This is an optimization exercise on Yosys and OpenROAD, whose aim is small area, not a production implementation. In this exercise RTL edits were held to simulation tests only and were not proved equivalent to the original.

==> lagoon: inputs <==
==> flow/design.v (excerpt) <==
module rp_lock_top (
  input  logic         adc_clk,
  input  logic         rst_n_i,
  input  logic [31:0]  adc_dat_i,
  input  logic         digital_loop_i,
  input  logic [93:0]  pid_cfg_i,
  input  logic [83:0]  limit_cfg_i,
  output logic [13:0]  dac_dat_o,
  output logic         dac_sel_o,
  output logic [3:0]   railed_o
);
make LEC_CHECK=0 CAP_MARGIN=20 CORE_MARGIN=2 CORE_UTILIZATION=40 SLEW_MARGIN=20 SYNTH_HIERARCHICAL=1 SYNTH_MINIMUM_KEEP_SIZE=0 finish   # period 13.0 ns
run.sh (not shown) runs the stock make flow with config.mk's settings and CLKGATE_MAP_FILE= SYNTH_SCRIPT=/design/flow/synth_recipe.tcl, a recipe that flattens the netlist after the stock synthesis.
==> maple: changes against lagoon <==
--- a/flow/design.v
+++ b/flow/design.v
@@ -96,15 +96,15 @@
 rp_ctrl_pkg::integ_t    integ_q;
 rp_ctrl_pkg::integ_t    integ_nq;    
 rp_sample_pkg::sample_t ctrl_d;
 rp_sample_pkg::sample_t ctrl_q;
 assign kp = cfg_i.kp;
 assign ki = cfg_i.ki;
 assign s_sum[11:0] = '0;
-assign e = {cfg_i.setpoint[13], cfg_i.setpoint} - {sample_i[13], sample_i};
+rp_err u_err (.a(cfg_i.setpoint), .b(sample_i), .d(e));
 logic ps_pp1;
 logic ps_pp2;
 logic ps_pp3;
 logic ps_pp4;
 logic ps_pp5;
 logic ps_pp6;
 logic ps_pp7;
@@ -2923,45 +2923,91 @@
   input  logic b,
   output logic s,
   output logic co
 );
 assign s  = a ^ b;
 assign co = a & b;
 endmodule
+module rp_err (
+  input  logic [13:0] a,
+  input  logic [13:0] b,
+  output logic [14:0] d
+);
+assign d = {a[13], a} - {b[13], b};
+endmodule
 `timescale 1ns/1ps
 module rp_output_limiter (
   input  logic                    adc_clk,
   input  logic                    rst_n_i,
   input  rp_sample_pkg::sample_t  ctrl_i,     
   input  rp_ctrl_pkg::limit_cfg_t cfg_i,
   output rp_sample_pkg::sample_t  lim_o,      
   output rp_ctrl_pkg::railed_t    railed_o    
 );
-rp_sample_pkg::sum_t    sum;        
+logic [14:0]            sum;        
+logic [14:0]            cy;         
+logic [14:0]            a_u;        
+logic [14:0]            hi_u;       
+logic [14:0]            lo_u;       
+logic [15:0]            ge_c;       
+logic [15:0]            le_c;       
+logic [14:0]            hl_c;       
+logic                   ovf;        
+logic                   ge_h;       
+logic                   le_l;       
+logic                   hl;         
 rp_sample_pkg::sample_t sat;        
 rp_sample_pkg::sample_t clamp;      
 rp_ctrl_pkg::railed_t   railed_d;
 rp_sample_pkg::sample_t lim_q;
 rp_ctrl_pkg::railed_t   railed_q;
-assign sum = {ctrl_i[rp_sample_pkg::SAMPLE_W-1], ctrl_i}
-           + {cfg_i.offset[rp_sample_pkg::SAMPLE_W-1], cfg_i.offset};
-assign sat = (sum[rp_sample_pkg::SUM_W-1] ^ sum[rp_sample_pkg::SUM_W-2])
-           ? {sum[rp_sample_pkg::SUM_W-1], {(rp_sample_pkg::SAMPLE_W-1){~sum[rp_sample_pkg::SUM_W-1]}}}
-           : sum[rp_sample_pkg::SAMPLE_W-1:0];
+rp_ha u_add0 (.a(ctrl_i[0]), .b(cfg_i.offset[0]), .s(sum[0]), .co(cy[1]));
+generate
+  for (genvar i = 1; i < 14; i++)
+  begin : g_add
+    rp_fa u_add (.a(ctrl_i[i]), .b(cfg_i.offset[i]), .c(cy[i]), .s(sum[i]), .co(cy[i+1]));
+  end
+endgenerate
+assign sum[14] = ctrl_i[13] ^ cfg_i.offset[13] ^ cy[14];
+assign a_u  = {~sum[14], sum[13:0]};
+assign hi_u = {~cfg_i.hi[13], cfg_i.hi[13], cfg_i.hi[12:0]};
+assign lo_u = {~cfg_i.lo[13], cfg_i.lo[13], cfg_i.lo[12:0]};
+assign ge_c[0] = 1'b1;
+assign le_c[0] = 1'b1;
+assign hl_c[0] = 1'b1;
+generate
+  for (genvar i = 0; i < 15; i++)
+  begin : g_cmp
+    assign ge_c[i+1] = (a_u[i] & ~hi_u[i]) | (a_u[i] & ge_c[i]) | (~hi_u[i] & ge_c[i]);
+    assign le_c[i+1] = (lo_u[i] & ~a_u[i]) | (lo_u[i] & le_c[i]) | (~a_u[i] & le_c[i]);
+  end
+  for (genvar i = 0; i < 14; i++)
+  begin : g_hl
+    logic lo_b, hi_b;
+    assign lo_b = (i == 13) ? ~cfg_i.lo[i] : cfg_i.lo[i];
+    assign hi_b = (i == 13) ? ~cfg_i.hi[i] : cfg_i.hi[i];
+    assign hl_c[i+1] = (lo_b & ~hi_b) | (lo_b & hl_c[i]) | (~hi_b & hl_c[i]);
+  end
+endgenerate
+assign ge_h = ge_c[15] | (cfg_i.hi == 14'h2000);
+assign le_l = le_c[15] | (cfg_i.lo == 14'h1FFF);
+assign hl   = hl_c[14];
+assign ovf = sum[14] ^ sum[13];
+assign sat = ovf ? {sum[14], {13{~sum[14]}}} : sum[13:0];
 always_comb
 begin
-  if ($signed(sat) >= $signed(cfg_i.hi))
+  if (ge_h)
     clamp = cfg_i.hi;       
-  else if ($signed(sat) <= $signed(cfg_i.lo))
+  else if (le_l)
     clamp = cfg_i.lo;       
   else
     clamp = sat;
 end
-assign railed_d.high = $signed(clamp) >= $signed(cfg_i.hi);
-assign railed_d.low  = $signed(clamp) <= $signed(cfg_i.lo);
+assign railed_d.high = ge_h | (le_l & hl);
+assign railed_d.low  = ge_h ? hl : le_l;
 always_ff @(posedge adc_clk or negedge rst_n_i)
 begin
   if (!rst_n_i)
   begin
     lim_q    <= '0;
     railed_q <= '0;
   end
==> results.txt <==
Post-Synth Simple-Gate Area: 0.1614
Reg2Reg Depth: 32
Slowest-stage cell, CP: a2bb2oi_4
Starting Density: 0.4028
Non-filler instance count after layout: 5,103
Critical path buffers and inverters: 5
Req. time, crit path: 13.43 ns
Layout clock area frac: 0.01505
R2R Path Start: i_frontend.sample_q[15]$_DFF_PN0_
Largest net degree at the start of global routing: 59
Seq/total area: 0.09683
R2R Path End: g_ch[1].i_pid.integ_nq[22]$_DFF_PN1_
Area Overhead vs Synth: 12.01%
Status: complete, no violations
Die ar.: 0.09617 mm2
The numbers above come from maple.

==> results.txt <==
Status: complete, no violations
Req. time, crit path: 13.41 ns
Layout clock area frac: 0.01330
Post-Synth Simple-Gate Area: 0.1518
Reg2Reg Depth: 33
Seq/total area: 0.09024
Starting Density: 0.4035
Critical path buffers and inverters: 7
Area Overhead vs Synth: 11.64%
The numbers above come from lagoon.


========
==> job 759: inputs <==
Another version of the RTL of rp_lock_top (not shown whole).
==> module rp_hn, before the edit <==
module rp_hn (
  input  logic a,
  input  logic b,
  output logic s,
  output logic co
);
rp_or2  u_or (.a(a), .b(b), .y(co));
rp_xn2  u_xn (.a(a), .b(b), .y(s));
endmodule
==> module rp_xn2, before the edit <==
module rp_xn2 (
  input  logic a,
  input  logic b,
  output logic y
);
assign y = ~(a ^ b);
endmodule
Settings: LEC_CHECK=0, CAP_MARGIN=5, CORE_MARGIN=2, CORE_UTILIZATION=40, GPL_TIMING_DRIVEN=0, PLACE_DENSITY=0.6, SLEW_MARGIN=5, SYNTH_HIERARCHICAL=1, SYNTH_MINIMUM_KEEP_SIZE=0; clock period 13.0 ns.
standard.sh (not shown) runs the stock make flow with config.mk's settings and CLKGATE_MAP_FILE= SYNTH_SCRIPT=/design/flow/synth_recipe.tcl, a recipe that flattens the netlist after the stock synthesis.
==> flow/flow/run.sh <==
#!/bin/bash
# Layout flow: the standard ORFS flow (standard.sh, with its unchanged synthesis), with
#  - the buffers Yosys/ABC inserted removed at floorplan (repair_design later buffers what
#    the placed design needs),
#  - the port buffers that global placement inserts made of the smallest buffer cell,
#  - after placement repair, cells on paths with spare slack sized down (flow/recover.tcl),
#  - clock tree synthesis without dummy load cells, from clkbuf_8 leaf buffers driving small clusters.
# make's full output goes to flow_make.log; each ORFS step logs under orfs/logs/.
set -euo pipefail
cd "$(dirname "$0")/.."
bash standard.sh \
  REMOVE_ABC_BUFFERS=1 \
  BUFFER_PORTS_ARGS="-buffer_cell sky130_fd_sc_hd__buf_1" \
  POST_RESIZE_TCL="$PWD/flow/recover.tcl" \
  CTS_ARGS="-sink_clustering_enable -repair_clock_nets -dont_use_dummy_load -root_buf sky130_fd_sc_hd__clkbuf_16 -buf_list sky130_fd_sc_hd__clkbuf_8 -sink_clustering_size 10 -sink_clustering_max_diameter 60" \
  finish > flow_make.log 2>&1
==> flow/flow/recover.tcl <==
# After placement repair: downsize cells on paths that have slack to spare (the
# resizer's power recovery), so that cells Yosys/ABC sized up for speed shrink back.
log_cmd estimate_parasitics -placement
log_cmd repair_timing -recover_power 100 -setup_margin 0.5
report_worst_slack
==> job 4342: changes against job 759 <==
--- a/flow/design.v
+++ b/flow/design.v
@@ -2816,11 +2816,11 @@
 assign t_sum[27] = ~pt_x793;
 assign t_sum[28] = ~pt_x795;
 assign t_sum[29] = ~pt_x797;
 assign t_sum[30] = ~pt_x802;
 assign t_sum[31] = pt_x804;
-assign e_zero   = (cfg_i.setpoint == sample_i);
+assign e_zero   = (e == 15'd0);
 assign ki_zero  = (ki == '0);
 assign i_freeze = !ki_zero && ((railed_i.high && !e[14] && !e_zero) || (railed_i.low && e[14]));
 always_comb
 begin
   if (!cfg_i.enable)
==> flow/flow/run.sh (replaced) <==
#!/bin/bash
# Layout flow: the standard ORFS flow (standard.sh, with its unchanged synthesis), with
#  - the buffers Yosys/ABC inserted removed at floorplan (repair_design later buffers what
#    the placed design needs),
#  - the port buffers that global placement inserts made of the smallest buffer cell, and
#  - clock tree synthesis without dummy load cells (ORFS's CTS arguments otherwise).
# make's full output goes to flow_make.log; each ORFS step logs under orfs/logs/.
set -euo pipefail
cd "$(dirname "$0")/.."
bash standard.sh \
  REMOVE_ABC_BUFFERS=1 \
  BUFFER_PORTS_ARGS="-buffer_cell sky130_fd_sc_hd__buf_1" \
  CTS_ARGS="-sink_clustering_enable -repair_clock_nets -dont_use_dummy_load" \
  finish > flow_make.log 2>&1
--- a/flow/config.mk
+++ b/flow/config.mk
@@ -7,9 +7,8 @@
 export LEC_CHECK = 0
 export CAP_MARGIN = 5
 export CORE_MARGIN = 2
 export CORE_UTILIZATION = 40
 export GPL_TIMING_DRIVEN = 0
-export PLACE_DENSITY = 0.6
 export SLEW_MARGIN = 5
 export SYNTH_HIERARCHICAL = 1
 export SYNTH_MINIMUM_KEEP_SIZE = 0
removed: flow/flow/recover.tcl
==> job 197: changes against job 759 <==
--- a/flow/config.mk
+++ b/flow/config.mk
@@ -7,9 +7,9 @@
 export LEC_CHECK = 0
 export CAP_MARGIN = 5
 export CORE_MARGIN = 2
 export CORE_UTILIZATION = 40
 export GPL_TIMING_DRIVEN = 0
-export PLACE_DENSITY = 0.6
+export PLACE_DENSITY = 0.7
 export SLEW_MARGIN = 5
 export SYNTH_HIERARCHICAL = 1
 export SYNTH_MINIMUM_KEEP_SIZE = 0
==> job 5901: changes against job 759 <==
--- a/flow/design.v
+++ b/flow/design.v
@@ -3021,19 +3021,12 @@
   input  logic a,
   input  logic b,
   output logic s,
   output logic co
 );
-rp_or2  u_or (.a(a), .b(b), .y(co));
-rp_xn2  u_xn (.a(a), .b(b), .y(s));
-endmodule
-module rp_xn2 (
-  input  logic a,
-  input  logic b,
-  output logic y
-);
-assign y = ~(a ^ b);
+rp_or2 u_or (.a(a), .b(b), .y(co));
+assign s = (a & b) | ~co;
 endmodule
 module rp_or2 (
   input  logic a,
   input  logic b,
   output logic y
==> flow/flow/run.sh (replaced) <==
#!/bin/bash
# Layout flow: the standard ORFS flow (standard.sh, with its unchanged synthesis), with
#  - the port buffers that global placement inserts made of the smallest buffer cell, and
#  - clock tree synthesis without dummy load cells (ORFS's CTS arguments otherwise).
# make's full output goes to flow_make.log; each ORFS step logs under orfs/logs/.
set -euo pipefail
cd "$(dirname "$0")/.."
bash standard.sh \
  BUFFER_PORTS_ARGS="-buffer_cell sky130_fd_sc_hd__buf_1" \
  CTS_ARGS="-sink_clustering_enable -repair_clock_nets -dont_use_dummy_load" \
  finish > flow_make.log 2>&1
--- a/flow/config.mk
+++ b/flow/config.mk
@@ -6,10 +6,8 @@
 export NUM_CORES = 4
 export LEC_CHECK = 0
 export CAP_MARGIN = 5
 export CORE_MARGIN = 2
 export CORE_UTILIZATION = 40
-export GPL_TIMING_DRIVEN = 0
-export PLACE_DENSITY = 0.6
 export SLEW_MARGIN = 5
 export SYNTH_HIERARCHICAL = 1
 export SYNTH_MINIMUM_KEEP_SIZE = 0
removed: flow/flow/recover.tcl
==> results.toml <==
[status]
status = "no timing/DRC/antenna violations"

[setup_path]
reg2reg_to = "g_ch[1].i_pid.ctrl_q[6]"
worstSetupStartpoint = "pid_cfg_i[79]"
crit_arrival_ns = 12.93
slowest_delay_ns = 0.62

[min_path]
whs_endpoint = "i_dac.code_q[8]"
worstHoldStart = "g_ch[0].i_limit.lim_q[8]"

[layout]
final_cell_count_no_fill = 4694

[floorplanning]
core_region_area_mm2 = 0.0888

[clock_tree]
worstSkewPairLatency_ns = 0.50

[route]
viasPerCell = 5.65

[synth]
synth_compound_area_frac = 0.0744

[grt]
grt_use_met3 = 0.0440
the above is filed under job 4342

==> results.toml <==
[setup_path]
crit_arrival_ns = 12.90
slowest_delay_ns = 0.65
crit_fanout = 32
setup.reg_to_reg.worst_slack_ns = 2.39
worstSetupStartpoint = "pid_cfg_i[79]"

[grt]
grt_use_met3 = 0.0481

[clock_tree]
cts_resized = 0
worstSkewPairLatency_ns = 0.46

[floorplanning]
core_region_area_mm2 = 0.0896

[status]
status = "no timing/DRC/antenna violations"

[min_path]
worstHoldStart = "g_ch[1].i_limit.lim_q[9]"
whs_endpoint = "i_dac.code_q[9]"

[synth]
synth_compound_area_frac = 0.0681
the above is filed under job 759

==> results.toml <==
[status]
status = "no timing/DRC/antenna violations"

[clock_tree]
worstSkewPairLatency_ns = 0.49

[route]
viasPerCell = 5.51
met2WireLength_um = 50700

[synth]
synth_enable_flop_cells = 0

[floorplanning]
core_region_area_mm2 = 0.0897

[grt]
grt_use_met3 = 0.0402

[layout]
final_cell_count_no_fill = 4727

[min_path]
whs_endpoint = "i_dac.code_q[8]"
the above is filed under job 5901

==> results.toml <==
[setup_path]
worstSetupStartpoint = "pid_cfg_i[32]"
crit_arrival_ns = 12.88
reg2reg_to = "g_ch[0].i_pid.integ_nq[8]"

[grt]
grt_use_met3 = 0.0696

[layout]
final_cell_count_no_fill = 4654

[route]
viasPerCell = 5.57

[clock_tree]
worstSkewPairLatency_ns = 0.43

[synth]
synth_compound_area_frac = 0.0681

[status]
status = "no timing/DRC/antenna violations"

[min_path]
whs_endpoint = "i_dac.code_q[10]"
worstHoldStart = "g_ch[0].i_limit.lim_q[10]"
the above is filed under job 197


========
==> delta <==
rp_lock_top, a different RTL version from the one above (not shown whole).
## rp_lock_top
module rp_lock_top (
  input  logic         adc_clk,
  input  logic         rst_n_i,
  input  logic [31:0]  adc_dat_i,
  input  logic         digital_loop_i,
  input  logic [93:0]  pid_cfg_i,
  input  logic [83:0]  limit_cfg_i,
  output logic [13:0]  dac_dat_o,
  output logic         dac_sel_o,
  output logic [3:0]   railed_o
);
rp_sample_pkg::adc_raw_t   [rp_sample_pkg::NUM_CH-1:0] adc_dat;      
assign adc_dat = adc_dat_i;
rp_sample_pkg::sample_t [rp_sample_pkg::NUM_CH-1:0] adc_sample_n;  
rp_sample_pkg::sample_t [rp_sample_pkg::NUM_CH-1:0] pid_dat;      
rp_sample_pkg::sample_t [rp_sample_pkg::NUM_CH-1:0] lim_dat;      
rp_adc_frontend i_frontend (
  .adc_clk        (adc_clk       ),
  .rst_n_i        (rst_n_i       ),
  .adc_dat_i      (adc_dat       ),
  .loop_dat_i     (lim_dat       ),   
  .digital_loop_i (digital_loop_i),
  .sample_n_o     (adc_sample_n  )
);
generate
  for (genvar ch = 0; ch < rp_sample_pkg::NUM_CH; ch++)
  begin : g_ch
    rp_ctrl_pkg::pid_cfg_t   pid_cfg;
    rp_ctrl_pkg::limit_cfg_t limit_cfg;
    rp_ctrl_pkg::railed_t    railed;      
    assign pid_cfg   = pid_cfg_i[ch*47 +: 47];
    assign limit_cfg = limit_cfg_i[ch*42 +: 42];
    assign railed_o[ch*2 +: 2] = railed;
    rp_pid_channel i_pid (
      .adc_clk  (adc_clk       ),
      .rst_n_i  (rst_n_i       ),
      .sample_n_i (adc_sample_n[ch]),
      .cfg_i    (pid_cfg       ),
      .railed_i (railed        ),   
      .ctrl_o   (pid_dat[ch]   )
    );
    rp_output_limiter i_limit (
      .adc_clk  (adc_clk        ),
      .rst_n_i  (rst_n_i        ),
      .ctrl_i   (pid_dat[ch]    ),
      .cfg_i    (limit_cfg      ),
      .lim_o    (lim_dat[ch]    ),
      .railed_o (railed         )
    );
  end
  ...
==> flow/config.mk <==
export PLATFORM = sky130hd
export DESIGN_NAME = rp_lock_top
export DESIGN_NICKNAME = rp_lock_top
export VERILOG_FILES = /design/flow/design.v
export SDC_FILE = /design/flow/constraint.sdc
export NUM_CORES = 4
export LEC_CHECK = 0
export CAP_MARGIN = 5
export CORE_MARGIN = 2
export CORE_UTILIZATION = 40
export GPL_TIMING_DRIVEN = 0
export PLACE_DENSITY = 0.7
export SLEW_MARGIN = 5
export SYNTH_HIERARCHICAL = 1
export SYNTH_MINIMUM_KEEP_SIZE = 0
==> flow/constraint.sdc <==
create_clock -name core_clock -period 13.0 [get_ports {adc_clk}]
set_input_delay 2.6000 -clock core_clock [delete_from_list [all_inputs] [get_ports {adc_clk}]]
set_output_delay 2.6000 -clock core_clock [all_outputs]
set_load 0.01 [all_outputs]
==> flow/flow/run.sh <==
#!/bin/bash
# Layout flow: the standard ORFS flow (standard.sh, with its unchanged synthesis), with
#  - the buffers Yosys/ABC inserted removed at floorplan (repair_design later buffers what
#    the placed design needs),
#  - the port buffers that global placement inserts made of the smallest buffer cell,
#  - after placement repair, cells on paths with spare slack sized down (flow/recover.tcl),
#  - clock tree synthesis without dummy load cells, from clkbuf_8 leaf buffers driving small clusters.
# make's full output goes to flow_make.log; each ORFS step logs under orfs/logs/.
set -euo pipefail
cd "$(dirname "$0")/.."
bash standard.sh \
  REMOVE_ABC_BUFFERS=1 \
  BUFFER_PORTS_ARGS="-buffer_cell sky130_fd_sc_hd__buf_1" \
  POST_RESIZE_TCL="$PWD/flow/recover.tcl" \
  CTS_ARGS="-sink_clustering_enable -repair_clock_nets -dont_use_dummy_load -root_buf sky130_fd_sc_hd__clkbuf_16 -buf_list sky130_fd_sc_hd__clkbuf_8 -sink_clustering_size 10 -sink_clustering_max_diameter 60" \
  finish > flow_make.log 2>&1
==> flow/flow/recover.tcl <==
# After placement repair: downsize cells on paths that have slack to spare (the
# resizer's power recovery), so that cells Yosys/ABC sized up for speed shrink back.
log_cmd estimate_parasitics -placement
log_cmd repair_timing -recover_power 100 -setup_margin 0.5
report_worst_slack
==> violet (differences from delta) <==
Settings changed: PLACE_DENSITY 0.7 to default.
==> comparison <==
violet completed, yet does not pass: max-capacitance violations. delta finished clean. Of violet and delta, delta has the higher first-iteration DRC count (gap about 26%, measured against delta). In non-clock buffer count, violet and delta do not differ. In flip-flop and latch count, delta and violet do not differ. In utilization, delta and violet hardly differ.
==> figures <==
| item | violet | delta |
|---|---|---|
| Outcome | complete, but fails checks | no timing/DRC/antenna violations |
| Violated checks | max-capacitance violations | - |
| Overall via count from detail_route | 25563 | 26017 |
| Max_cap viols | 1 | 0 |
| Total area of multi-input combinational cells | 30500 um^2 | 30500 um^2 |
| Inst Count DP | 4594 | 4595 |
| Diodes inserted | 6 | 13 |
| Number of DRC markers in iteration 0 | 1820 | 2453 |
| Beginning of the worst hold path | g_ch[1].i_limit.lim_q[5] | g_ch[0].i_limit.lim_q[12] |
| Total GRT Usage | 23.8% | 23.1% |
| Final area over synthesized area | 1.061x | 1.061x |

[static timing again, ports no longer ideal]
In the flow no input, the clock included, has a driving cell. The finished layouts below were timed again as built, in two steps. Step 1: set_driving_cell puts a clkbuf_16 on adc_clk and a buf_2 on each other input, an assumption about the parent block. Step 2 adds t to the input delays and takes it off the output delays; t is the mean of the earliest and latest rising clock arrival at the registers after step 1. Input paths then give back, and output paths get back, about the clock's delay inside the block. Slacks: no drivers / after step 1 / after step 2; pairs: no drivers / after step 1.
run | shift t [ns] | slack for setup (ns) | worst setup path at the end | latest minus earliest clock arrival (ns) | pins driven straight from the clock port
lagoon | 0.568 | 0.887 / 0.910 / 0.342 | input to register | 0.019 / 0.019 | 1
maple | 0.554 | 0.506 / 0.543 / -0.011 | input to register | 0.019 / 0.020 | 1
job 759 | 0.494 | 0.468 / 0.492 / -0.002 | input to register | 0.048 / 0.048 | 1
job 4342 | 0.557 | 0.408 / 0.452 / -0.105 | input to register | 0.032 / 0.031 | 1
job 197 | 0.461 | 0.464 / 0.494 / 0.033 | input to register | 0.042 / 0.042 | 1
job 5901 | 0.552 | 0.791 / 0.781 / 0.228 | input to register | 0.027 / 0.027 | 1
delta | 0.456 | 0.415 / 0.431 / -0.025 | input to register | 0.038 / 0.039 | 1
violet | 0.510 | 0.485 / 0.508 / -0.003 | input to register | 0.056 / 0.057 | 1
For job 5901, which loses most, drivers alone change the setup slack by -0.010 ns; drivers and shift together by -0.563 ns.
